Context: an optimization exercise on an open-source flow, tuned for small area. The choices shown serve that exercise and are no tape-out recipe.
Function was checked by simulation only, so behaviour that the tests miss may differ from the original.

==> flow/design.v <==
package link_pkg;
    typedef logic [32-1:0] data_word_t;
    typedef struct packed {
        data_word_t           data;
        logic [5-1:0] inv;
    } link_word_t;
endpackage
package stats_pkg;
    typedef logic [11-1:0] bin_count_t;
    typedef struct packed {
        logic [5-1:0] max_bin;
        logic [22-1:0]     weighted_sum;
    } stats_report_t;
    typedef enum logic [1:0] {
        SCAN_IDLE,
        SCAN_RUN,
        SCAN_DONE
    } scan_state_e;
endpackage
module bi_link_top (
    input  logic        clk,
    input  logic        rst_n,
    input  logic        in_valid_i,
    input  logic [31:0] data_i,
    input  logic        report_req_i,
    output logic [36:0] link_o,
    output logic        link_valid_o,
    output logic [31:0] data_o,
    output logic        out_valid_o,
    output logic [26:0] report_o,
    output logic        report_valid_o
);
    localparam int NB = 18;    
    logic [31:0] raw_q;
    logic [4:0]  inv_q;
    logic [31:0] diff;
    logic [2:0]  dc [5];
    logic [4:0]  maj;
    logic [2:0]  tg [5];
    logic [4:0]  bin_d, bin_q;
    assign diff = data_i ^ raw_q;
    always_comb begin
        for (int s = 0; s < 5; s++) dc[s] = '0;
        for (int b = 0; b < 7; b++) dc[0] = dc[0] + 3'(diff[b]);
        for (int b = 7; b < 14; b++) dc[1] = dc[1] + 3'(diff[b]);
        for (int b = 14; b < 20; b++) dc[2] = dc[2] + 3'(diff[b]);
        for (int b = 20; b < 26; b++) dc[3] = dc[3] + 3'(diff[b]);
        for (int b = 26; b < 32; b++) dc[4] = dc[4] + 3'(diff[b]);
        for (int s = 0; s < 5; s++) begin
            maj[s] = dc[s][2];
            tg[s] = {1'b0, dc[s][1:0] ^ {2{maj[s]}}};
        end
        bin_d = 5'(tg[0]) + 5'(tg[1]) + 5'(tg[2]) + 5'(tg[3]) + 5'(tg[4])
              + 5'(maj[0]) + 5'(maj[1]);
    end
    always_ff @(posedge clk or negedge rst_n) begin
        if (!rst_n) begin
            raw_q        <= '0;
            inv_q        <= '0;
            link_valid_o <= 1'b0;
            data_o       <= '0;
            out_valid_o  <= 1'b0;
        end else begin
            if (in_valid_i) begin
                raw_q <= data_i;
                inv_q <= inv_q ^ maj;
            end
            link_valid_o <= in_valid_i;
            data_o       <= raw_q;
            out_valid_o  <= link_valid_o;
        end
    end
    always_ff @(posedge clk) begin
        bin_q <= bin_d;
    end
    assign link_o = {raw_q ^ {{6{inv_q[4]}}, {6{inv_q[3]}}, {6{inv_q[2]}},
                              {7{inv_q[1]}}, {7{inv_q[0]}}},
                     inv_q};
    logic [10:0] bins_q [NB];
    logic [NB-1:0] sat;
    logic        inc;
    always_comb begin
        for (int b = 0; b < NB; b++) sat[b] = &bins_q[b];
    end
    logic [NB-1:0] hit;
    always_comb begin
        for (int b = 0; b < NB; b++) hit[b] = (bin_q == 5'(b));
    end
    assign inc = link_valid_o && |(hit & ~sat);
    logic [11:0] carry [NB];
    always_comb begin
        for (int b = 0; b < NB; b++) begin
            carry[b][0] = link_valid_o & hit[b] & ~sat[b];
            for (int i = 0; i < 11; i++) carry[b][i+1] = carry[b][i] & bins_q[b][i];
        end
    end
    always_ff @(posedge clk or negedge rst_n) begin
        if (!rst_n) begin
            for (int b = 0; b < NB; b++) bins_q[b] <= '0;
        end else begin
            for (int b = 0; b < NB; b++) bins_q[b] <= bins_q[b] ^ carry[b][10:0];
        end
    end
    logic [4:0]  sc_q;
    logic [10:0] cnt;
    logic [10:0] run_max_q;
    logic [4:0]  max_idx_q;
    logic [18:0] wsum_q;
    logic [7:0]  skip_q;
    logic [4:0]  inc_b;
    logic        active, skip, done, first;
    logic [7:0]  skip_sum;
    logic [7:0]  w_add;
    logic [NB-1:0] rd;
    logic [10:0]   grp [NB/3];
    always_comb begin
        for (int b = 0; b < NB; b++) rd[b] = (sc_q == 5'(b + 1));
        for (int k = 0; k < NB/3; k++) begin
            grp[k] = (bins_q[3*k]   & {11{rd[3*k]}})   |
                     (bins_q[3*k+1] & {11{rd[3*k+1]}}) |
                     (bins_q[3*k+2] & {11{rd[3*k+2]}});
        end
        cnt = (grp[0] | grp[1] | grp[2]) | (grp[3] | grp[4] | grp[5]);
    end
    assign inc_b    = inc ? bin_q : 5'd0;
    assign active   = (sc_q != 5'd0);
    assign done     = (sc_q == 5'd22);
    assign first    = (sc_q == 5'd1);
    assign skip     = active && (bin_q < sc_q);
    assign skip_sum = skip_q + 8'(skip ? inc_b : 5'd0);
    assign w_add    = done ? skip_sum : 8'(skip ? 5'd0 : inc_b);
    always_ff @(posedge clk or negedge rst_n) begin
        if (!rst_n) begin
            sc_q           <= '0;
            wsum_q         <= '0;
            report_o       <= '0;
            report_valid_o <= 1'b0;
        end else begin
            wsum_q         <= wsum_q + 19'(w_add);
            report_valid_o <= done;
            if (done) begin
                report_o <= {max_idx_q, 3'b000, wsum_q};
                sc_q     <= '0;
            end else if (active || report_req_i) begin
                sc_q <= sc_q + 1'b1;
            end
        end
    end
    always_ff @(posedge clk) begin
        skip_q <= first ? 8'd0 : skip_sum;
        if (first) begin
            run_max_q <= cnt;
            max_idx_q <= '0;
        end else if (cnt > run_max_q) begin
            run_max_q <= cnt;
            max_idx_q <= sc_q - 1'b1;
        end
    end
endmodule
clock: 10.0 ns
lec_check: 0
cap_margin: 20
core_margin: 2
core_utilization: 65
cts_buf_list: sky130_fd_sc_hd__clkbuf_16
cts_cluster_diameter: 80
cts_cluster_size: 30
slew_margin: 20
standard.sh (not shown) runs the stock make flow with config.mk's settings and CLKGATE_MAP_FILE= SYNTH_SCRIPT=/design/flow/synth_recipe.tcl, a recipe that flattens the netlist after the stock synthesis.
==> flow/flow/run.sh <==
#!/bin/bash
cd "$(dirname "$0")/.."
export BUFFER_PORTS_ARGS="-buffer_cell sky130_fd_sc_hd__buf_1"
bash standard.sh > standard_flow.log 2>&1
The baseline passed the timing, DRC and antenna checks.
==> next run, changes <==
Settings changed: CTS_BUF_LIST sky130_fd_sc_hd__clkbuf_16 to sky130_fd_sc_hd__clkbuf_8, CTS_CLUSTER_DIAMETER 80 to 60, CTS_CLUSTER_SIZE 30 to 15.
Setup slack gets better by 91 ps.
Final cell count came out higher by 1.5%.
Count of clock-buffer cells in the layout came out higher by 15.
Synthesized cell count is unchanged.
First-iteration DRC count stays flat.
Clock skew came out lower by 7.8 ps.
Critical path depth came out lower by 1.
Worst hold slack gets worse by 4.2 ps.
Wire length came out higher by about 1%.
==> next run, changes <==
==> flow/flow/run.sh (replaced) <==
#!/bin/bash
# The standard layout, with two changes:
#  - synthesis is synth_recipe.tcl with an area-oriented ABC mapping script
#    (flow/area.abc); flip-flop mapping and naming are untouched
#  - port buffers use the smallest buffer cell
set -euo pipefail
cd "$(dirname "$0")/.."
W=$PWD
export AREA_ABC_SCRIPT=$W/flow/area.abc
export BUFFER_PORTS_ARGS="-buffer_cell sky130_fd_sc_hd__buf_1"
{ head -1 synth_recipe.tcl; cat flow/abc_hook.tcl; tail -n +2 synth_recipe.tcl; } > synth_area.tcl
sed "s#SYNTH_SCRIPT=[^ ]*#SYNTH_SCRIPT=$W/synth_area.tcl#" standard.sh > standard_area.sh
bash standard_area.sh > standard_flow.log 2>&1
==> flow/flow/abc_hook.tcl (new file) <==
# use an area-oriented ABC script for the technology mapping step
proc abc {args} {
  set i [lsearch $args -script]
  if {$i >= 0} { lset args [expr {$i + 1}] $::env(AREA_ABC_SCRIPT) }
  yosys abc {*}$args
}
==> flow/flow/area.abc (new file) <==
&get -n
&st
&syn2
&dch -f
&nf -a
&st
&syn2
&dch -f
&nf -a
&st
&syn2
&dch -f
&nf -a
&st
&syn2
&dch -f
&nf -a
&put
topo
stime -c
Settings changed: CTS_BUF_LIST sky130_fd_sc_hd__clkbuf_8 to sky130_fd_sc_hd__clkbuf_16, CTS_CLUSTER_DIAMETER 60 to 80, CTS_CLUSTER_SIZE 15 to 30.
Effect: The changed run completed without violations; non-clock buffer count falls by 6; fmax falls by 2.0%; count of clock-buffer cells in the layout falls by 15; die area falls by 2.1%; hold slack gains 24 ps; cell count falls by about 3%; flip-flop and latch count stays the same; worst setup slack loses 120 ps; global-route usage falls by 0.76 points; wire length falls by 4.5%.

-- separate check: timing with driven ports --
The results above use ideal ports. As a check the final layouts listed here were re-extracted and re-timed, cells and wires unchanged. Step 1 assumes that a clkbuf_16 drives the clock port and a buf_2 every other input. Step 2, shift: input delay + t, output delay - t, t = (earliest + latest rising clock arrival at the registers) / 2. This alone moves slack from input paths to output paths. Slacks: ideal ports / drivers / drivers and shift; pairs: ideal ports / drivers.
| run | t (ns) | slack for setup (ns) | hold WS [ns] |
|---|---|---|---|
| the first run | 0.572 | 3.864 / 3.892 / 3.320 | 0.441 / 0.441 / 0.441 |
| the second run | 0.653 | 3.956 / 3.978 / 3.325 | 0.436 / 0.436 / 0.436 |
| the third run | 0.564 | 3.834 / 3.860 / 3.297 | 0.460 / 0.460 / 0.460 |
After both steps every run listed still meets setup and hold. For the second run, which loses most, drivers alone change the setup slack by +0.022 ns; drivers and shift together by -0.631 ns.
